Context: an optimization exercise on an open-source flow, tuned for small area, a short achievable clock period and few clock cycles per item. The choices shown serve that exercise and are no tape-out recipe. No functional check of the RTL was part of any run shown here. No activity file was given, so power comes from the tool's default toggle rates.

`design/flow/config.mk`:
```
export PLATFORM = sky130hd
export DESIGN_NAME = dxt1_dxt5_block_decoder_core
export DESIGN_NICKNAME = dxt1_dxt5_block_decoder_core
export VERILOG_FILES = /design/flow/design.v
export SDC_FILE = /design/flow/constraint.sdc
export NUM_CORES = 4
export LEC_CHECK = 0
export ABC_AREA = 1
export CAP_MARGIN = 20
export CORE_MARGIN = 2
export CORE_UTILIZATION = 40
export SLEW_MARGIN = 20
export SETUP_SLACK_MARGIN = 5.4
export BUFFER_PORTS_ARGS = -buffer_cell sky130_fd_sc_hd__buf_1
```
`design/flow/constraint.sdc`:
```
create_clock -name core_clock -period 9.0 [get_ports {i_clk}]
set_input_delay 1.8000 -clock core_clock [delete_from_list [all_inputs] [get_ports {i_clk}]]
set_output_delay 1.8000 -clock core_clock [all_outputs]
set_load 0.01 [all_outputs]
```
`design/flow/design.v`:
```
`timescale 1ns / 1ps
package dxtdec_pkg;
    localparam int PIX_IDX_W = 24;
    localparam logic [1:0] CFG_IDX_FORMAT = 2'd0;
    localparam logic [1:0] CFG_IDX_WIDTH  = 2'd1;
    localparam logic [1:0] CFG_IDX_HEIGHT = 2'd2;
    typedef struct packed {
        logic        fmt_dxt5;
        logic [12:0] width;
        logic [12:0] height;
    } t_cfg;
    typedef struct packed {
        logic [3:0][31:0]          pal;
        logic [7:0][7:0]           apal;
        logic [31:0]               cidx;
        logic [47:0]               aidx;
        logic                      dxt5;
        logic [PIX_IDX_W-1:0]      base;
        logic [PIX_IDX_W-1:0]      step;
        logic                      last_img;
    } t_blk;
    typedef struct packed {
        logic full;
        logic empty;
    } t_q_stat;
endpackage
`timescale 1ns / 1ps
module dxt1_dxt5_block_decoder_core #(
    parameter int MAX_DIMENSION = 4096
) (
    input  logic         i_clk,
    input  logic         i_rst_n,
    input  logic         i_cfg_valid,
    output logic         o_cfg_ready,
    input  logic [1:0]   i_cfg_index,
    input  logic [12:0]  i_cfg_data,
    input  logic         s_axis_tvalid,
    output logic         s_axis_tready,
    input  logic [127:0] s_axis_tdata,    
    output logic         m_axis_tvalid,
    input  logic         m_axis_tready,
    output logic [55:0]  m_axis_tdata,    
    output logic         m_axis_tlast,
    output logic [0:0]   m_axis_tuser     
);
    localparam logic [1:0] AM_INTERP = 2'd0;
    localparam logic [1:0] AM_ZERO   = 2'd1;
    localparam logic [1:0] AM_FULL   = 2'd2;
    function automatic logic [9:0] blkdim1(input logic [12:0] v);
        if (v[12]) begin
            blkdim1 = 10'd1023;
        end else if (v[11:2] == 10'd0) begin
            blkdim1 = 10'd0;
        end else begin
            blkdim1 = v[11:2] - 10'd1;
        end
    endfunction
    function automatic logic [23:0] expand565(input logic [15:0] v);
        expand565 = {v[4:0], v[4:2], v[10:5], v[10:9], v[15:11], v[15:13]};
    endfunction
    function automatic logic [7:0] div3(input logic [9:0] n);
        logic [1:0] r;
        logic [3:0] t;
        logic [9:0] q;
        r = 2'd0;
        for (int i = 4; i >= 0; i--) begin
            t = st3({r, n[2*i +: 2]});
            q[2*i +: 2] = t[3:2];
            r = t[1:0];
        end
        div3 = q[7:0];
    endfunction
    function automatic logic [8:0] divmod57(input logic [7:0] d, input logic seven);
        logic [2:0] r7, r5;
        logic [3:0] s;
        logic [7:0] q7, q5;
        r7 = 3'd0;
        r5 = 3'd0;
        for (int i = 7; i >= 0; i--) begin
            s     = st7({r7, d[i]});
            q7[i] = s[3];
            r7    = s[2:0];
            s     = st5({r5, d[i]});
            q5[i] = s[3];
            r5    = s[2:0];
        end
        divmod57 = seven ? {q7[5:0], r7} : {q5[5:0], r5};
    endfunction
    function automatic logic [2:0] galpha(input logic [6:0] v);
        case (v)
            7'd0: galpha = 3'd0;
            7'd1: galpha = 3'd0;
            7'd2: galpha = 3'd0;
            7'd3: galpha = 3'd0;
            7'd4: galpha = 3'd0;
            7'd5: galpha = 3'd0;
            7'd6: galpha = 3'd0;
            7'd7: galpha = 3'd0;
            7'd8: galpha = 3'd0;
            7'd9: galpha = 3'd0;
            7'd10: galpha = 3'd0;
            7'd11: galpha = 3'd0;
            7'd12: galpha = 3'd0;
            7'd13: galpha = 3'd1;
            7'd14: galpha = 3'd1;
            7'd15: galpha = 3'd1;
            7'd16: galpha = 3'd0;
            7'd17: galpha = 3'd0;
            7'd18: galpha = 3'd0;
            7'd19: galpha = 3'd1;
            7'd20: galpha = 3'd1;
            7'd21: galpha = 3'd2;
            7'd22: galpha = 3'd2;
            7'd23: galpha = 3'd2;
            7'd24: galpha = 3'd0;
            7'd25: galpha = 3'd0;
            7'd26: galpha = 3'd1;
            7'd27: galpha = 3'd1;
            7'd28: galpha = 3'd2;
            7'd29: galpha = 3'd3;
            7'd30: galpha = 3'd3;
            7'd31: galpha = 3'd4;
            7'd32: galpha = 3'd0;
            7'd33: galpha = 3'd0;
            7'd34: galpha = 3'd1;
            7'd35: galpha = 3'd2;
            7'd36: galpha = 3'd3;
            7'd37: galpha = 3'd4;
            7'd38: galpha = 3'd4;
            7'd39: galpha = 3'd5;
            7'd40: galpha = 3'd0;
            7'd41: galpha = 3'd1;
            7'd42: galpha = 3'd2;
            7'd43: galpha = 3'd3;
            7'd44: galpha = 3'd4;
            7'd45: galpha = 3'd5;
            7'd46: galpha = 3'd6;
            7'd47: galpha = 3'd7;
            7'd48: galpha = 3'd0;
            7'd49: galpha = 3'd1;
            7'd50: galpha = 3'd2;
            7'd51: galpha = 3'd3;
            7'd52: galpha = 3'd4;
            7'd53: galpha = 3'd6;
            7'd54: galpha = 3'd7;
            7'd55: galpha = 3'd0;
            7'd56: galpha = 3'd0;
            7'd57: galpha = 3'd1;
            7'd58: galpha = 3'd2;
            7'd59: galpha = 3'd4;
            7'd60: galpha = 3'd5;
            7'd61: galpha = 3'd7;
            7'd62: galpha = 3'd0;
            7'd63: galpha = 3'd1;
            7'd64: galpha = 3'd0;
            7'd65: galpha = 3'd0;
            7'd66: galpha = 3'd0;
            7'd67: galpha = 3'd0;
            7'd68: galpha = 3'd0;
            7'd69: galpha = 3'd0;
            7'd70: galpha = 3'd0;
            7'd71: galpha = 3'd0;
            7'd72: galpha = 3'd0;
            7'd73: galpha = 3'd1;
            7'd74: galpha = 3'd1;
            7'd75: galpha = 3'd1;
            7'd76: galpha = 3'd1;
            7'd77: galpha = 3'd1;
            7'd78: galpha = 3'd1;
            7'd79: galpha = 3'd1;
            7'd80: galpha = 3'd0;
            7'd81: galpha = 3'd1;
            7'd82: galpha = 3'd1;
            7'd83: galpha = 3'd1;
            7'd84: galpha = 3'd2;
            7'd85: galpha = 3'd2;
            7'd86: galpha = 3'd2;
            7'd87: galpha = 3'd2;
            7'd88: galpha = 3'd0;
            7'd89: galpha = 3'd1;
            7'd90: galpha = 3'd1;
            7'd91: galpha = 3'd2;
            7'd92: galpha = 3'd2;
            7'd93: galpha = 3'd3;
            7'd94: galpha = 3'd3;
            7'd95: galpha = 3'd3;
            7'd96: galpha = 3'd0;
            7'd97: galpha = 3'd1;
            7'd98: galpha = 3'd2;
            7'd99: galpha = 3'd2;
            7'd100: galpha = 3'd3;
            7'd101: galpha = 3'd3;
            7'd102: galpha = 3'd4;
            7'd103: galpha = 3'd4;
            7'd104: galpha = 3'd0;
            7'd105: galpha = 3'd1;
            7'd106: galpha = 3'd2;
            7'd107: galpha = 3'd3;
            7'd108: galpha = 3'd3;
            7'd109: galpha = 3'd4;
            7'd110: galpha = 3'd5;
            7'd111: galpha = 3'd5;
            7'd112: galpha = 3'd0;
            7'd113: galpha = 3'd1;
            7'd114: galpha = 3'd2;
            7'd115: galpha = 3'd3;
            7'd116: galpha = 3'd4;
            7'd117: galpha = 3'd5;
            7'd118: galpha = 3'd6;
            7'd119: galpha = 3'd6;
            7'd120: galpha = 3'd0;
            7'd121: galpha = 3'd1;
            7'd122: galpha = 3'd2;
            7'd123: galpha = 3'd3;
            7'd124: galpha = 3'd4;
            7'd125: galpha = 3'd5;
            7'd126: galpha = 3'd6;
            7'd127: galpha = 3'd7;
            default: galpha = 3'd0;
        endcase
    endfunction
    function automatic logic [3:0] st7(input logic [3:0] v);
        case (v)
            4'd0: st7 = 4'd0;
            4'd1: st7 = 4'd1;
            4'd2: st7 = 4'd2;
            4'd3: st7 = 4'd3;
            4'd4: st7 = 4'd4;
            4'd5: st7 = 4'd5;
            4'd6: st7 = 4'd6;
            4'd7: st7 = 4'd8;
            4'd8: st7 = 4'd9;
            4'd9: st7 = 4'd10;
            4'd10: st7 = 4'd11;
            4'd11: st7 = 4'd12;
            4'd12: st7 = 4'd13;
            4'd13: st7 = 4'd14;
            4'd14: st7 = 4'd0;
            4'd15: st7 = 4'd0;
            default: st7 = 4'd0;
        endcase
    endfunction
    function automatic logic [3:0] st5(input logic [3:0] v);
        case (v)
            4'd0: st5 = 4'd0;
            4'd1: st5 = 4'd1;
            4'd2: st5 = 4'd2;
            4'd3: st5 = 4'd3;
            4'd4: st5 = 4'd4;
            4'd5: st5 = 4'd8;
            4'd6: st5 = 4'd9;
            4'd7: st5 = 4'd10;
            4'd8: st5 = 4'd11;
            4'd9: st5 = 4'd12;
            4'd10: st5 = 4'd0;
            4'd11: st5 = 4'd0;
            4'd12: st5 = 4'd0;
            4'd13: st5 = 4'd0;
            4'd14: st5 = 4'd0;
            4'd15: st5 = 4'd0;
            default: st5 = 4'd0;
        endcase
    endfunction
    function automatic logic [3:0] st3(input logic [3:0] v);
        case (v)
            4'd0: st3 = 4'd0;
            4'd1: st3 = 4'd1;
            4'd2: st3 = 4'd2;
            4'd3: st3 = 4'd4;
            4'd4: st3 = 4'd5;
            4'd5: st3 = 4'd6;
            4'd6: st3 = 4'd8;
            4'd7: st3 = 4'd9;
            4'd8: st3 = 4'd10;
            4'd9: st3 = 4'd12;
            4'd10: st3 = 4'd13;
            4'd11: st3 = 4'd14;
            4'd12: st3 = 4'd0;
            4'd13: st3 = 4'd0;
            4'd14: st3 = 4'd0;
            4'd15: st3 = 4'd0;
            default: st3 = 4'd0;
        endcase
    endfunction
    function automatic logic [2:0] mod7s(input logic [4:0] v);
        case (v)
            5'd0: mod7s = 3'd0;
            5'd1: mod7s = 3'd1;
            5'd2: mod7s = 3'd2;
            5'd3: mod7s = 3'd3;
            5'd4: mod7s = 3'd4;
            5'd5: mod7s = 3'd5;
            5'd6: mod7s = 3'd6;
            5'd7: mod7s = 3'd0;
            5'd8: mod7s = 3'd1;
            5'd9: mod7s = 3'd2;
            5'd10: mod7s = 3'd3;
            5'd11: mod7s = 3'd4;
            5'd12: mod7s = 3'd5;
            5'd13: mod7s = 3'd6;
            5'd14: mod7s = 3'd0;
            5'd15: mod7s = 3'd1;
            5'd16: mod7s = 3'd2;
            5'd17: mod7s = 3'd3;
            5'd18: mod7s = 3'd4;
            5'd19: mod7s = 3'd5;
            5'd20: mod7s = 3'd6;
            5'd21: mod7s = 3'd0;
            5'd22: mod7s = 3'd1;
            5'd23: mod7s = 3'd2;
            5'd24: mod7s = 3'd3;
            5'd25: mod7s = 3'd4;
            5'd26: mod7s = 3'd5;
            5'd27: mod7s = 3'd6;
            5'd28: mod7s = 3'd0;
            5'd29: mod7s = 3'd1;
            5'd30: mod7s = 3'd2;
            5'd31: mod7s = 3'd3;
            default: mod7s = 3'd0;
        endcase
    endfunction
    function automatic logic [2:0] mod5s(input logic [4:0] v);
        case (v)
            5'd0: mod5s = 3'd0;
            5'd1: mod5s = 3'd1;
            5'd2: mod5s = 3'd2;
            5'd3: mod5s = 3'd3;
            5'd4: mod5s = 3'd4;
            5'd5: mod5s = 3'd0;
            5'd6: mod5s = 3'd1;
            5'd7: mod5s = 3'd2;
            5'd8: mod5s = 3'd3;
            5'd9: mod5s = 3'd4;
            5'd10: mod5s = 3'd0;
            5'd11: mod5s = 3'd1;
            5'd12: mod5s = 3'd2;
            5'd13: mod5s = 3'd3;
            5'd14: mod5s = 3'd4;
            5'd15: mod5s = 3'd0;
            5'd16: mod5s = 3'd1;
            5'd17: mod5s = 3'd2;
            5'd18: mod5s = 3'd3;
            5'd19: mod5s = 3'd4;
            5'd20: mod5s = 3'd0;
            5'd21: mod5s = 3'd1;
            5'd22: mod5s = 3'd2;
            5'd23: mod5s = 3'd3;
            5'd24: mod5s = 3'd4;
            5'd25: mod5s = 3'd0;
            5'd26: mod5s = 3'd1;
            5'd27: mod5s = 3'd2;
            5'd28: mod5s = 3'd3;
            5'd29: mod5s = 3'd4;
            5'd30: mod5s = 3'd0;
            5'd31: mod5s = 3'd1;
            default: mod5s = 3'd0;
        endcase
    endfunction
    logic        r_fmt;
    logic [9:0]  r_bw, r_bh;        
    assign o_cfg_ready = 1'b1;
    always_ff @(posedge i_clk) begin
        if (!i_rst_n) begin
            r_fmt <= 1'b0;
            r_bw  <= 10'd0;
            r_bh  <= 10'd0;
        end else if (i_cfg_valid) begin
            if (i_cfg_index == 2'd0) r_fmt <= i_cfg_data[0];
            if (i_cfg_index == 2'd1) r_bw  <= blkdim1(i_cfg_data);
            if (i_cfg_index == 2'd2) r_bh  <= blkdim1(i_cfg_data);
        end
    end
    logic [9:0]   r_col, r_row;
    logic [21:0]  r_bb;            
    logic         r_busy;          
    logic [3:0]   r_it;
    logic         r_rdy;           
    logic         r_bv;            
    logic [63:0]  r_lo;            
    logic [31:0]  r_hidx;          
    logic [31:0]  r_chdr;          
    logic         r_bfour;         
    logic         r_bfmt;
    logic [9:0]   r_bbw;           
    logic         r_lc, r_lr;
    logic [7:0]   r_bad;           
    logic         r_bseven;        
    logic [3:0]   r_k;             
    logic [1:0]   r_nci;           
    logic [2:0]   r_nai;           
    logic         r_cv;
    logic [29:0]  r_cn;            
    logic         r_cfour;
    logic [2:0]   r_cj;            
    logic [7:0]   r_cag;           
    logic [1:0]   r_cam;           
    logic         r_pseven;
    logic [5:0]   r_pq;
    logic         r_ov;
    logic [31:0]  r_rgba;
    logic [21:0]  r_idx;
    logic [3:0]   r_ok;            
    logic         r_blast;         
    logic         r_olast, r_ouser;
    logic [1:0]   r_oklo;          
    logic         r_upd;           
    logic w_acc, w_go, w_sel, w_first, w_pend, w_wwrite, w_bset, w_step, w_nrow, w_upd;
    logic w_bv_n, w_busy_n;
    logic [21:0] w_aug, w_add, w_sum;
    logic [11:0] w_rm;
    logic [10:0] w_col1, w_row1;
    logic        w_cin;
    assign w_acc    = s_axis_tvalid && r_rdy;
    assign w_go     = r_cv && (!r_ov || m_axis_tready);
    assign w_sel    = r_bv && (!r_cv || w_go);
    assign w_first  = w_go && (r_ok == 4'd0);
    assign w_upd    = r_upd;
    assign w_pend   = (r_bv && r_k == 4'd0) || (r_cv && r_ok == 4'd0) || r_upd;
    assign w_wwrite = i_cfg_valid && (i_cfg_index == 2'd1);
    assign w_nrow   = w_upd && r_lc && !r_lr;
    assign w_bset   = (w_wwrite && ((r_row != 10'd0) || r_bv || r_cv || r_upd || w_acc)) || w_nrow;
    assign w_step   = r_busy && !w_pend;
    assign w_col1 = {1'b0, r_col} + 11'd1;
    assign w_row1 = {1'b0, r_row} + 11'd1;
    assign w_rm  = {r_row, 2'b00};
    always_comb begin
        if (!r_busy) begin
            w_aug = r_bb;
            w_add = 22'd0;
            w_cin = 1'b1;
        end else if (r_it == 4'd12) begin
            w_aug = r_bb;
            w_add = 22'(r_col);
            w_cin = 1'b0;
        end else begin
            w_aug = (r_it == 4'd0) ? 22'd0 : {r_bb[20:0], 1'b0};
            w_cin = w_rm[4'd11 - r_it];
            w_add = w_cin ? 22'(r_bw) : 22'd0;
        end
    end
    assign w_sum = w_aug + w_add + 22'(w_cin);
    assign w_bv_n   = w_acc ? 1'b1 : (w_sel && r_k == 4'd15) ? 1'b0 : r_bv;
    assign w_busy_n = w_bset ? 1'b1 : (w_step && r_it == 4'd12) ? 1'b0 : r_busy;
    always_ff @(posedge i_clk) begin
        if (!i_rst_n) begin
            r_col  <= 10'd0;
            r_row  <= 10'd0;
            r_bb   <= 22'd0;
            r_busy <= 1'b0;
            r_it   <= 4'd0;
            r_rdy  <= 1'b1;
            r_bv   <= 1'b0;
            r_k    <= 4'd0;
            r_cv   <= 1'b0;
            r_ok   <= 4'd0;
            r_ov   <= 1'b0;
            r_upd  <= 1'b0;
        end else begin
            r_upd  <= w_first;
            r_bv   <= w_bv_n;
            r_busy <= w_busy_n;
            r_rdy  <= !w_bv_n && !w_busy_n;
            if (w_sel) r_k <= r_k + 4'd1;
            r_cv <= w_sel || (r_cv && !w_go);
            if (w_go) r_ok <= r_ok + 4'd1;
            r_ov <= w_go || (r_ov && !m_axis_tready);
            if (w_bset) begin
                r_it <= 4'd0;
            end else if (w_step) begin
                r_it <= r_it + 4'd1;
                r_bb <= w_sum;
            end
            if (w_upd) begin
                if (r_lc) begin
                    r_col <= 10'd0;
                    if (r_lr) begin
                        r_row <= 10'd0;
                        r_bb  <= 22'd0;
                    end else begin
                        r_row <= w_row1[9:0];
                    end
                end else begin
                    r_col <= w_col1[9:0];
                    if (!r_busy) r_bb <= w_sum;
                end
            end
        end
    end
    logic [7:0]  w_ia0, w_ia1;
    logic [31:0] w_ihdr;
    assign w_ihdr = r_fmt ? s_axis_tdata[95:64] : s_axis_tdata[31:0];
    assign w_ia0 = s_axis_tdata[7:0];
    assign w_ia1 = s_axis_tdata[15:8];
    always_ff @(posedge i_clk) begin
        if (r_rdy) begin
            r_lo     <= s_axis_tdata[63:0];
            r_hidx   <= s_axis_tdata[127:96];
            r_chdr   <= w_ihdr;
            r_bfour  <= r_fmt || (w_ihdr[15:0] > w_ihdr[31:16]);
            r_bfmt   <= r_fmt;
            r_bbw    <= r_bw;
            r_lc     <= (r_col >= r_bw);
            r_lr     <= (r_row >= r_bh);
            r_bseven <= (w_ia0 > w_ia1);
            r_bad    <= (w_ia0 > w_ia1) ? (w_ia0 - w_ia1) : (w_ia1 - w_ia0);
        end
    end
    logic [3:0] w_k1;
    assign w_k1 = r_k + 4'd1;
    always_ff @(posedge i_clk) begin
        if (r_rdy) begin
            r_nci <= r_fmt ? s_axis_tdata[97:96] : s_axis_tdata[33:32];
            r_nai <= s_axis_tdata[18:16];
        end else if (w_sel) begin
            r_nci <= r_bfmt ? r_hidx[2 * w_k1 +: 2] : r_lo[32 + 2 * w_k1 +: 2];
            r_nai <= r_lo[16 + 3 * w_k1 +: 3];
        end
    end
    logic [15:0] w_c0, w_c1;
    logic [23:0] w_e0, w_e1;
    logic [1:0]  w_ci;
    logic [2:0]  w_ai;
    logic        w_four, w_zero, w_sx, w_sy;
    logic [7:0]  w_ex, w_ey;
    logic [29:0] w_n;
    logic [2:0]  w_j;
    logic [1:0]  w_am;
    always_comb begin
        w_c0   = r_chdr[15:0];
        w_c1   = r_chdr[31:16];
        w_e0   = expand565(w_c0);
        w_e1   = expand565(w_c1);
        w_ci   = r_nci;
        w_ai   = r_nai;
        w_four = r_bfour;
        w_zero = !w_four && (w_ci == 2'd3);
        w_sx   = w_ci[0];
        w_sy   = w_ci[0] ^ w_ci[1];
        for (int ch = 0; ch < 3; ch++) begin
            w_ex = w_sx ? w_e1[ch*8 +: 8] : w_e0[ch*8 +: 8];
            w_ey = w_sy ? w_e1[ch*8 +: 8] : w_e0[ch*8 +: 8];
            if (w_zero) begin
                w_n[ch*10 +: 10] = 10'd0;
            end else if (w_four) begin
                w_n[ch*10 +: 10] = {1'b0, w_ex, 1'b0} + {2'b00, w_ey};
            end else begin
                w_n[ch*10 +: 10] = {2'b00, w_ex} + {2'b00, w_ey};
            end
        end
        case (w_ai)
            3'd0:    w_j = 3'd0;
            3'd1:    w_j = r_bseven ? 3'd7 : 3'd5;
            default: w_j = w_ai - 3'd1;
        endcase
        if (!r_bfmt) begin
            w_am = w_zero ? AM_ZERO : AM_FULL;
        end else if (!r_bseven && w_ai == 3'd6) begin
            w_am = AM_ZERO;
        end else if (!r_bseven && w_ai == 3'd7) begin
            w_am = AM_FULL;
        end else begin
            w_am = AM_INTERP;
        end
    end
    logic [8:0] w_qr;
    logic [2:0] w_r, w_gs;
    logic [7:0] w_ag;
    assign w_qr = divmod57(r_bad, r_bseven);
    assign w_r  = r_bseven ? mod7s(5'(r_bad[7:6]) + 5'(r_bad[5:3]) + 5'(r_bad[2:0]))
                           : mod5s(5'(r_bad[7:4]) + 5'(r_bad[3:0]));
    assign w_gs = galpha({r_bseven, w_j, w_r});
    assign w_ag = (r_bseven ? ~r_lo[7:0] : r_lo[7:0]) + 8'(w_gs);
    always_ff @(posedge i_clk) begin
        if (w_sel) begin
            r_cn    <= w_n;
            r_cfour <= w_four;
            r_cj    <= w_j;
            r_cag   <= w_ag;
            r_cam   <= w_am;
            if (r_k == 4'd0) begin
                r_pseven <= r_bseven;
                r_pq     <= w_qr[8:3];
            end
        end
    end
    logic [23:0] w_rgb;
    logic [7:0]  w_z, w_alpha, w_p0, w_p1, w_p2, w_s1, w_s2;
    logic [8:0]  w_y1, w_y2;
    always_comb begin
        for (int ch = 0; ch < 3; ch++) begin
            w_rgb[ch*8 +: 8] = r_cfour ? div3(r_cn[ch*10 +: 10]) : r_cn[ch*10+1 +: 8];
        end
        w_p0 = r_cj[0] ? 8'(r_pq) : 8'd0;
        w_p1 = r_cj[1] ? 8'({r_pq, 1'b0}) : 8'd0;
        w_p2 = r_cj[2] ? 8'({r_pq, 2'b00}) : 8'd0;
        w_s1 = r_cag ^ w_p0 ^ w_p1;
        w_y1 = {(r_cag & w_p0) | (r_cag & w_p1) | (w_p0 & w_p1), 1'b0};
        w_s2 = w_s1 ^ w_y1[7:0] ^ w_p2;
        w_y2 = {(w_s1 & w_y1[7:0]) | (w_s1 & w_p2) | (w_y1[7:0] & w_p2), 1'b0};
        w_z  = w_s2 + w_y2[7:0];
        case (r_cam)
            AM_ZERO: w_alpha = 8'd0;
            AM_FULL: w_alpha = 8'd255;
            default: w_alpha = r_pseven ? ~w_z : w_z;
        endcase
    end
    always_ff @(posedge i_clk) begin
        if (w_go) begin
            r_rgba  <= {w_alpha, w_rgb};
            r_olast <= (r_ok == 4'd15);
            r_ouser <= (r_ok == 4'd15) && r_blast;
            r_oklo  <= r_ok[1:0];
            if (r_ok == 4'd0) begin
                r_idx   <= r_bb;
                r_blast <= r_lc && r_lr;
            end else if (r_ok[1:0] == 2'd0) begin
                r_idx <= r_idx + 22'(r_bbw) + 22'd1;
            end
        end
    end
    assign s_axis_tready = r_rdy;
    assign m_axis_tvalid = r_ov;
    assign m_axis_tdata  = {r_idx, r_oklo, r_rgba};
    assign m_axis_tlast  = r_olast;
    assign m_axis_tuser  = r_ouser;
endmodule
```
`design/flow/flow/run.sh`:
```
#!/bin/bash
set -o pipefail
cat >> config.mk <<'CFG'
export SETUP_SLACK_MARGIN = 5.4
export BUFFER_PORTS_ARGS = -buffer_cell sky130_fd_sc_hd__buf_1
CFG
bash standard.sh > standard_run.log 2>&1
```
`design/flow/standard.sh`:
```
#!/bin/bash
# synth_recipe.tcl (not shown) runs the flow's synth.tcl, then flattens the netlist and writes it again
# the make line also repeats each setting of config.mk as NAME=value (left out here)
make -C /OpenROAD-flow-scripts/flow DESIGN_CONFIG=/design/flow/config.mk WORK_HOME=/design/flow/orfs CLKGATE_MAP_FILE= SYNTH_SCRIPT=/design/flow/synth_recipe.tcl "${@:-finish}"
```
==> metrics.cfg, run 1 <==
[floorplan]
die_width_um = 246
dieArea_um2 = 60500
ioPinCount = 209
initial_standard_cell_utilization_of_the_core = 0.405
num_rows = 88
core_um2 = 57800
chipHeight_um = 246

[layout]
num-nets-final = 3528
layout_common_cells = 506 x sky130_fd_sc_hd__nand2_1, 399 x sky130_fd_sc_hd__inv_1, 301 x sky130_fd_sc_hd__o21ai_0
final_cells = 3938
nFillCells = 5548
layout_commonest_cell = sky130_fd_sc_hd__nand2_1
layout-drive-gt1-share = 0.117
layout.core_utilization = 0.479
areaGrowthSynthToFinish_pct = 18.3

[global_route]
globalRoute.totalOverflow = 0
global_route_wire_length_before_repair_um = 100000
maximum_number_of_pins_on_one_net_before_global_route_repair = 63
grt_pass1_vias = 19600
initial_antenna_violation_count = 2
track_usage = 0.206

[synthesis]
netlist.area_leader.share = 0.331
syn-instance-count = 2880
synthArstFlopShare = 0
postSynth.topFlopCell = sky130_fd_sc_hd__edfxtp_1
synth_area_per_cell_um2 = 8.13
yosysWarnings = 1
synth_area_leaders = sky130_fd_sc_hd__edfxtp_1 33%, sky130_fd_sc_hd__ha_1 11%, sky130_fd_sc_hd__nand2_1 8.6%, sky130_fd_sc_hd__o21ai_0 6.9%, sky130_fd_sc_hd__dfxtp_1 6.9%
synth_enable_flop_cells = 258
ys_seq_elements = 339
seq_area_frac_synth = 0.400
mapped_cell_area_um2 = 23400
mappedNetlistNets = 3264
synthDistinctLibCells = 60
synth.largest_area_cell = sky130_fd_sc_hd__edfxtp_1

[critical_path]
critical_path.startpoint_type = flop
crit_type = reg2reg
critical_path_peak_fanout = 7
cp_data_arrival_time_ns = 5.19
cp_data_required_time_ns = 9.31
setup.worst_path.end_class = flop

[min_path]
min-delay-path-class = reg2reg

[placement]
place_congestion = 0.889
post-place-cells = 3794
placement.io_buffers = 206
dp_hpwl_um = 47400

[power_and_ir_drop]
power-per-cell-area_nw_per_um2 = 300
worst_ir_drop_vdd_uv = 215
power.static_leakage_uw = 0.0117
total_power_uw = 8310

[outcome]
outcome = complete, no violations

[routing]
route.detailed.vias_per_inst = 5.20
dr.pass1.iters = 5
vias = 20500
dr.first_iter.drc_count = 1141
met3_wirelength_um = 3160
wl_per_cell_um = 16.1
post_route_met1_wirelength_um = 29300
antenna_left = 0
remaining_drc_errors = 0
dr_wl_met2_um = 29200
maxUsedRoutingLayer = met5
routed_wl_um = 63300

[clock_network]
clock_tree.htree_level_count = 2
post_cts_hold_buffer_count = 0
cts.sink_count = 339
number_of_clock_buffers_inserted_by_tritoncts = 39
clock_tree.root_cell = sky130_fd_sc_hd__clkbuf_16
clock_latency_reported_for_the_late_side_of_the_worst_skew_pair_ns = 0.58
tritoncts = yes
path_clk_slew_ns = 0.06
cts-root-to-sink-buffers = 3

[timing]
final_period_minus_worst_setup_slack_ns = 4.88
timing_max_transition_violations_final = 0
clock.fmax_mhz = 205
final.setup.tns_ns = 0
hold_violations = 0
worst_skew_ns = 0.0373
slew_headroom = 0.335
grt_setup_unrepaired = yes
worstMarginPinSlew_ns = 0.987
timing.final.setup_violations = 0
final.period_utilization = 0.542

[flow_run]
maxCapViolations = 0

[stage by stage]
stage | worst slack [ns] | instance area [um^2] | hold WS (ns)
3_3_place_gp | 3.79 | 25100 | 0.461
3_5_place_dp | 3.75 | 25100 | 0.466
4_1_cts | 4.02 | 26800 | 0.476
5_1_grt | 3.87 | 27700 | 0.507
2_1_floorplan | 4.39 | 23500 | 0.421
6_report | 4.12 | 27700 | 0.476
[path summary, 6_finish.rpt]
kind                            slack, ns  cells past startpoint     start  endpoint
worst max-delay path                 4.12                     27  r_bad[1]  r_cag[6]
worst min-delay path                 0.48                      2   r_bb[3]   r_bb[3]
worst max register to register       4.12                     27  r_bad[1]  r_cag[6]
worst min register to register       0.48                      2   r_bb[3]   r_bb[3]
[cell families (layout without fill, tap and decap cells)]
group,Yosys count,count (layout),share of synthesized area
mux,6,6,0.00257
simple gates,983,983,0.177
other cells,1,2,0.000160
flops,339,339,0.400
buf+inv,520,812,0.0848
xor+xnor,73,73,0.0280
compound gates,722,722,0.172
fa+ha+maj,236,236,0.135
[sequential cells by signal, summed over array words and instances (netlist names), 22 cells and up]
name,flops
r_bb,22
r_idx,22
r_cn,30
r_lo,56
r_hidx,32
r_rgba,32
r_chdr,32
[routing by layer]
layer	up-vias	global-route usage
li1	10300	-
met1	9583	0.278
met2	530	0.341
met3	94	0.0289
met4	2	0.0615
met5	-	0
[synthesized netlist by cell type (7+ instances only)]
master	count
sky130_fd_sc_hd__o21a_1	10
sky130_fd_sc_hd__fa_1	27
sky130_fd_sc_hd__clkinv_1	11
sky130_fd_sc_hd__o211ai_1	30
sky130_fd_sc_hd__o21ai_1	8
sky130_fd_sc_hd__nand2_1	537
sky130_fd_sc_hd__clkbuf_1	65
sky130_fd_sc_hd__o221ai_1	15
sky130_fd_sc_hd__inv_1	421
sky130_fd_sc_hd__edfxtp_1	258
sky130_fd_sc_hd__o22ai_1	24
sky130_fd_sc_hd__nand2_2	7
sky130_fd_sc_hd__a211oi_1	8
sky130_fd_sc_hd__a21oi_1	223
sky130_fd_sc_hd__o21ai_0	325
sky130_fd_sc_hd__inv_2	10
sky130_fd_sc_hd__o31ai_1	14
sky130_fd_sc_hd__nor2_1	185
sky130_fd_sc_hd__ha_1	209
sky130_fd_sc_hd__nor3_1	35
sky130_fd_sc_hd__nand3_1	153
sky130_fd_sc_hd__or2_2	26
sky130_fd_sc_hd__xor2_1	42
sky130_fd_sc_hd__o21bai_1	12
sky130_fd_sc_hd__dfxtp_1	81
sky130_fd_sc_hd__xnor2_1	29
sky130_fd_sc_hd__nand4_1	14
sky130_fd_sc_hd__a31oi_1	21
[where the power goes]
part | switching [uW] | total (uW) | internal (uW) | leakage [uW]
combinational | 2790 | 4580 | 1780 | 0.00795
clock | 653 | 1580 | 930 | 0.000599
sequential | 145 | 2150 | 2000 | 0.00320
total | 3590 | 8310 | 4720 | 0.0117
[area by class of cell]
type / count / area [um^2] / share of cell area
Clock inverter: 19 / 216 / 0.00782
Antenna cell: 1 / 2.50 / 0.0000904
Timing Repair Buffer: 301 / 1540 / 0.0556
Clock buffer: 50 / 1040 / 0.0375
Inverter: 442 / 1700 / 0.0614
Sequential cell: 339 / 9380 / 0.339
Tap cell: 765 / 957 / 0.0346
Multi-Input combinational cell: 2021 / 12900 / 0.464
[worst max-delay path, stage by stage (launching register included)]
cell	delay, ns
sky130_fd_sc_hd__edfxtp_1	0.42
sky130_fd_sc_hd__fa_1	0.51
sky130_fd_sc_hd__ha_2	0.21
sky130_fd_sc_hd__fa_2	0.41
sky130_fd_sc_hd__xnor2_4	0.30
sky130_fd_sc_hd__buf_6	0.15
sky130_fd_sc_hd__nand2_1	0.05
sky130_fd_sc_hd__o2111ai_1	0.08
sky130_fd_sc_hd__nand3_1	0.15
sky130_fd_sc_hd__o21ai_4	0.25
sky130_fd_sc_hd__inv_2	0.10
sky130_fd_sc_hd__ha_4	0.19
sky130_fd_sc_hd__buf_4	0.13
sky130_fd_sc_hd__o21ai_2	0.11
sky130_fd_sc_hd__nand3_1	0.08
sky130_fd_sc_hd__nand2_1	0.08
sky130_fd_sc_hd__nand2_1	0.07
sky130_fd_sc_hd__nand2_1	0.08
sky130_fd_sc_hd__nand2_2	0.06
sky130_fd_sc_hd__inv_2	0.06
sky130_fd_sc_hd__ha_4	0.13
sky130_fd_sc_hd__inv_2	0.04
sky130_fd_sc_hd__fa_2	0.35
sky130_fd_sc_hd__nor2_2	0.14
sky130_fd_sc_hd__o21ai_2	0.10
sky130_fd_sc_hd__o21ai_2	0.14
sky130_fd_sc_hd__o31ai_2	0.09
sky130_fd_sc_hd__xnor2_1	0.14
[timing repair]
item,4_1_cts,5_1_grt
pin swaps,41,79
endpoints found under the setup margin,42,35
cloned,0,1
setup buffers,39,34
gates resized for setup,53,159
==> run 2: changes to the inputs <==
--- a/design/flow/design.v
+++ b/design/flow/design.v
@@ -411,4 +411,5 @@
     logic [10:0] w_col1, w_row1;
     logic        w_cin;
+    logic [22:0] w_sum23, w_idx23;
     assign w_acc    = s_axis_tvalid && r_rdy;
     assign w_go     = r_cv && (!r_ov || m_axis_tready);
@@ -439,5 +440,6 @@
         end
     end
-    assign w_sum = w_aug + w_add + 22'(w_cin);
+    assign w_sum23 = {w_aug, 1'b1} + {w_add, w_cin};
+    assign w_sum   = w_sum23[22:1];
     assign w_bv_n   = w_acc ? 1'b1 : (w_sel && r_k == 4'd15) ? 1'b0 : r_bv;
     assign w_busy_n = w_bset ? 1'b1 : (w_step && r_it == 4'd12) ? 1'b0 : r_busy;
@@ -605,4 +607,5 @@
         endcase
     end
+    assign w_idx23 = {r_idx, 1'b1} + {12'd0, r_bbw, 1'b1};
     always_ff @(posedge i_clk) begin
         if (w_go) begin
@@ -615,5 +618,5 @@
                 r_blast <= r_lc && r_lr;
             end else if (r_ok[1:0] == 2'd0) begin
-                r_idx <= r_idx + 22'(r_bbw) + 22'd1;
+                r_idx <= w_idx23[22:1];
             end
         end
--- a/design/flow/config.mk
+++ b/design/flow/config.mk
@@ -10,4 +10,6 @@
 export CORE_MARGIN = 2
 export CORE_UTILIZATION = 40
+export CTS_CLUSTER_DIAMETER = 80
+export CTS_CLUSTER_SIZE = 20
 export SLEW_MARGIN = 20
 export SETUP_SLACK_MARGIN = 5.4
==> run 2 against run 1 <==
  * Critical path depth rose by 3
  * Worst setup slack got worse by 0.030 ns
  * Sequential share of layout area decreased by 0.096 points
  * Highest routed layer unchanged
  * Synthesized area increased by 1.6%
  * Synthesized cell count rose by 2.8%
  * Clock skew shrank 0.012 ns
  * Global-route usage increased by 0.095 points
  * Still clean
==> metrics.cfg, run 2 <==
[critical_path]
setup.worst_path.end_class = flop
crit_type = reg2reg
critical-path-top-delay-family = adder cells
critical_path.n_buffers_inverters = 6  ; +1
cp_data_arrival_time_ns = 5.25  ; +0.06 ns
timing.critical_path.slowest_cell_delay_ns = 0.60  ; +0.09 ns
cp_data_required_time_ns = 9.34  ; +0.03 ns
critical-path-slowest-cell = sky130_fd_sc_hd__fa_2
critical_path.startpoint_type = flop
critical_path_peak_fanout = 6  ; -1

[synthesis]
synth_top_cells_by_count = 552 x sky130_fd_sc_hd__nand2_1, 442 x sky130_fd_sc_hd__inv_1, 305 x sky130_fd_sc_hd__o21ai_0
seq_area_frac_synth = 0.394  ; -0.00638
synthArstFlopShare = 0  ; unchanged
mappedNetlistNets = 3345  ; +2.5%
ys_seq_elements = 339  ; unchanged
mapped_cell_area_um2 = 23800  ; +1.6%
dominant_cell_by_count_in_the_synthesized_netlist = sky130_fd_sc_hd__nand2_1
syn-instance-count = 2960  ; +2.8%
netlist.area_leader.share = 0.326  ; -0.00528
yosysWarnings = 1  ; unchanged
synth.largest_area_cell = sky130_fd_sc_hd__edfxtp_1
synth_area_leaders = sky130_fd_sc_hd__edfxtp_1 33%, sky130_fd_sc_hd__ha_1 11%, sky130_fd_sc_hd__nand2_1 8.7%, sky130_fd_sc_hd__inv_1 7.0%, sky130_fd_sc_hd__dfxtp_1 6.8%
postSynth.topFlopCell = sky130_fd_sc_hd__edfxtp_1
synthDistinctLibCells = 61  ; +1.7%
synth_area_per_cell_um2 = 8.04  ; -1.1%
synth_enable_flop_cells = 258  ; unchanged

[floorplan]
core_um2 = 58900  ; +1.9%
initial_standard_cell_utilization_of_the_core = 0.404  ; -0.00114
ioPinCount = 209  ; unchanged
dieArea_um2 = 61400  ; +1.6%
die_width_um = 248  ; +0.79%
chipHeight_um = 248  ; +0.79%
num_rows = 89  ; +1.1%

[timing]
grt_setup_unrepaired = yes
hold_violations = 0  ; unchanged
final.setup.tns_ns = 0  ; unchanged
timing_max_transition_violations_final = 0  ; unchanged
final.period_utilization = 0.546  ; +0.00334
worstMarginPinSlew_ns = 1.04  ; +0.0513 ns
worst_skew_ns = 0.0251  ; -0.0121 ns
slew_headroom = 0.308  ; -0.0273
timing.final.setup_violations = 0  ; unchanged
clock.fmax_mhz = 204  ; -0.61%
final_period_minus_worst_setup_slack_ns = 4.91  ; +0.0301 ns

[power_and_ir_drop]
worst_ir_drop_vdd_uv = 186  ; -14%
power.static_leakage_uw = 0.0119  ; +1.4%
comb_power_share = 0.567  ; +0.016
netSwitchingFraction = 0.437  ; +0.00469
total_switching_power_uw = 3520  ; -2.0%
power_frac_seq = 0.265  ; +0.007
int_power_uw = 4540  ; -3.8%
clockPowerShare = 0.168  ; -0.023
power-per-cell-area_nw_per_um2 = 290  ; -3.2%

[clock_network]
cts.sink_count = 339  ; unchanged
post_cts_hold_buffer_count = 0  ; unchanged
clock_tree.htree_level_count = 1  ; -1
path_clk_slew_ns = 0.08  ; +0.02 ns
tritoncts = yes
cts-root-to-sink-buffers = 3  ; unchanged
number_of_clock_buffers_inserted_by_tritoncts = 28  ; -28%
clock_tree.root_cell = sky130_fd_sc_hd__clkbuf_16
clock_latency_reported_for_the_late_side_of_the_worst_skew_pair_ns = 0.61  ; +0.03 ns

[global_route]
maximum_number_of_pins_on_one_net_before_global_route_repair = 57  ; -9.5%
track_usage = 0.207  ; +0.000948
global_route.usage.met1 = 0.297  ; +0.0187
gr-usage-met3 = 0.0325  ; +0.00363
top_usage_layer = met2
grt_pass1_vias = 19000  ; -3.0%
initial_antenna_violation_count = 6  ; +4
globalRoute.totalOverflow = 0  ; unchanged
grt.met2_usage = 0.317  ; -0.0236
global_route_wire_length_before_repair_um = 101000  ; +0.76%

[routing]
remaining_drc_errors = 0  ; unchanged
dr.first_iter.drc_count = 1397  ; +22%
antenna_left = 0  ; unchanged
route.detailed.vias_per_inst = 5.14  ; -1.2%
routed_wl_um = 64200  ; +1.4%
wl_per_cell_um = 16.0  ; -0.53%
dr.pass1.iters = 7  ; +2
vias = 20600  ; +0.68%

[layout]
largest-register = r_lo
nFillCells = 5715  ; +3.0%
layout_commonest_cell = sky130_fd_sc_hd__nand2_1
num-nets-final = 3601  ; +2.1%
areaGrowthSynthToFinish_pct = 16.7
layout_common_cells = 526 x sky130_fd_sc_hd__nand2_1, 421 x sky130_fd_sc_hd__inv_1, 285 x sky130_fd_sc_hd__o21ai_0
layout-drive-gt1-share = 0.108  ; -0.00886
layout.core_utilization = 0.471  ; -0.00795
final_cells = 4014  ; +1.9%
largest_register_ffs = 56  ; unchanged

[flow_run]
maxCapViolations = 0  ; unchanged

[placement]
placement.io_buffers = 206  ; unchanged
post-place-cells = 3883  ; +2.3%
place_congestion = 0.911  ; +2.5%
dp_hpwl_um = 47800  ; +0.82%

[outcome]
outcome = complete, no violations

[min_path]
min-delay-path-class = reg2reg

## run 2: metrics by stage
| stage | power (uW) | setup WS, ns | instance area [um^2] | hold WS (ns) |
|---|---|---|---|---|
| after floorplan | 5100 | 4.27 | 23900 | 0.424 |
| after global placement | 5880 | 3.50 | 25500 | 0.457 |
| after detailed placement | 5900 | 3.50 | 25500 | 0.464 |
| after CTS | 7630 | 4.15 | 27000 | 0.477 |
| after global routing | 8780 | 3.88 | 27800 | 0.505 |
| final | 8050 | 4.09 | 27800 | 0.473 |
## run 2: final timing paths
check,startpoint,to,slack [ns],cells after the start
worst min register to register,r_bb[5],r_bb[5],0.47,2
worst max register to register,r_bad[4],r_cag[6],4.09,30
worst min-delay path,r_bb[5],r_bb[5],0.47,2
worst max-delay path,r_bad[4],r_cag[6],4.09,30
## run 2: layer usage
layer / routed length, um / part of all wire / vias up
met5: 21 / 0.00033 / -
met4: 2010 / 0.031 / 4
met3: 3850 / 0.060 / 88
met2: 27600 / 0.43 / 565
met1: 30700 / 0.48 / 9445
li1: - / - / 10500
## run 2: area by class of cell
cell class,instances,area [um^2],share of cell area
Multi-Input combinational cell,2085,13100,0.470
Sequential cell,339,9380,0.338
Inverter,462,1770,0.0638
Timing Repair Buffer,299,1570,0.0567
Tap cell,773,967,0.0348
Clock buffer,36,796,0.0287
Clock inverter,16,199,0.00717
Timing Repair inverter,1,7.51,0.000270
Antenna cell,3,7.51,0.000270
## run 2: cells by family (layout without fill, tap and decap cells)
family | count (synthesis) | count (layout) | synth area share
adders and majority gates | 237 | 237 | 0.133
AOI/OAI and AO/OA | 730 | 730 | 0.173
DFF | 339 | 339 | 0.394
and+or+nand+nor | 1043 | 1043 | 0.187
xor gates and xnor gates | 69 | 69 | 0.0257
other | 1 | 4 | 0.000158
buffers and inverters | 536 | 814 | 0.0854
muxes | 5 | 5 | 0.00210
## run 2: power by group through the flow
stage | registers, uW | logic (uW) | clock network, uW
2_1_floorplan | 2150 | 2940 | 0
3_3_place_gp | 2200 | 3680 | 0
3_5_place_dp | 2200 | 3700 | 0
4_1_cts | 2140 | 4100 | 1390
5_1_grt | 2160 | 5180 | 1440
6_report | 2140 | 4570 | 1350
## run 2: worst register-to-register path: cells and delay by family (launching register included)
kind,cells,cell delay [ns]
compound gates,7,0.90
buf+inv,6,0.48
fa+ha+maj,6,1.94
simple gates,10,0.81
flops,1,0.42
xor+xnor,1,0.10
## run 2: what timing repair did
action	in CTS	in global routing
resized for setup	44	132
buffers inserted	45	30
endpoints found under the setup margin	45	37
pin swaps	22	65
gates cloned	0	1

## static timing again, ports no longer ideal
In the flow no input, the clock included, has a driving cell. The finished layouts below were timed again as built, in two steps. Step 1 sets driving cells, clkbuf_16 on the clock port and buf_2 on the other inputs (assumed; they add their load-dependent delay and slew). Step 2, shift: input delay + t, output delay - t, t = (earliest + latest rising clock arrival at the registers) / 2. This alone moves slack from input paths to output paths. Three values: ideal, step 1, step 2; two values: the first two.
| run | shift t [ns] | setup WS [ns] | worst data-port slew with drivers (ns) |
|---|---|---|---|
| run 1 | 0.619 | 4.118 / 4.118 / 4.118 | 0.09 |
| run 2 | 0.657 | 4.088 / 4.088 / 4.088 | 0.12 |
After both steps every run listed still meets setup and hold.
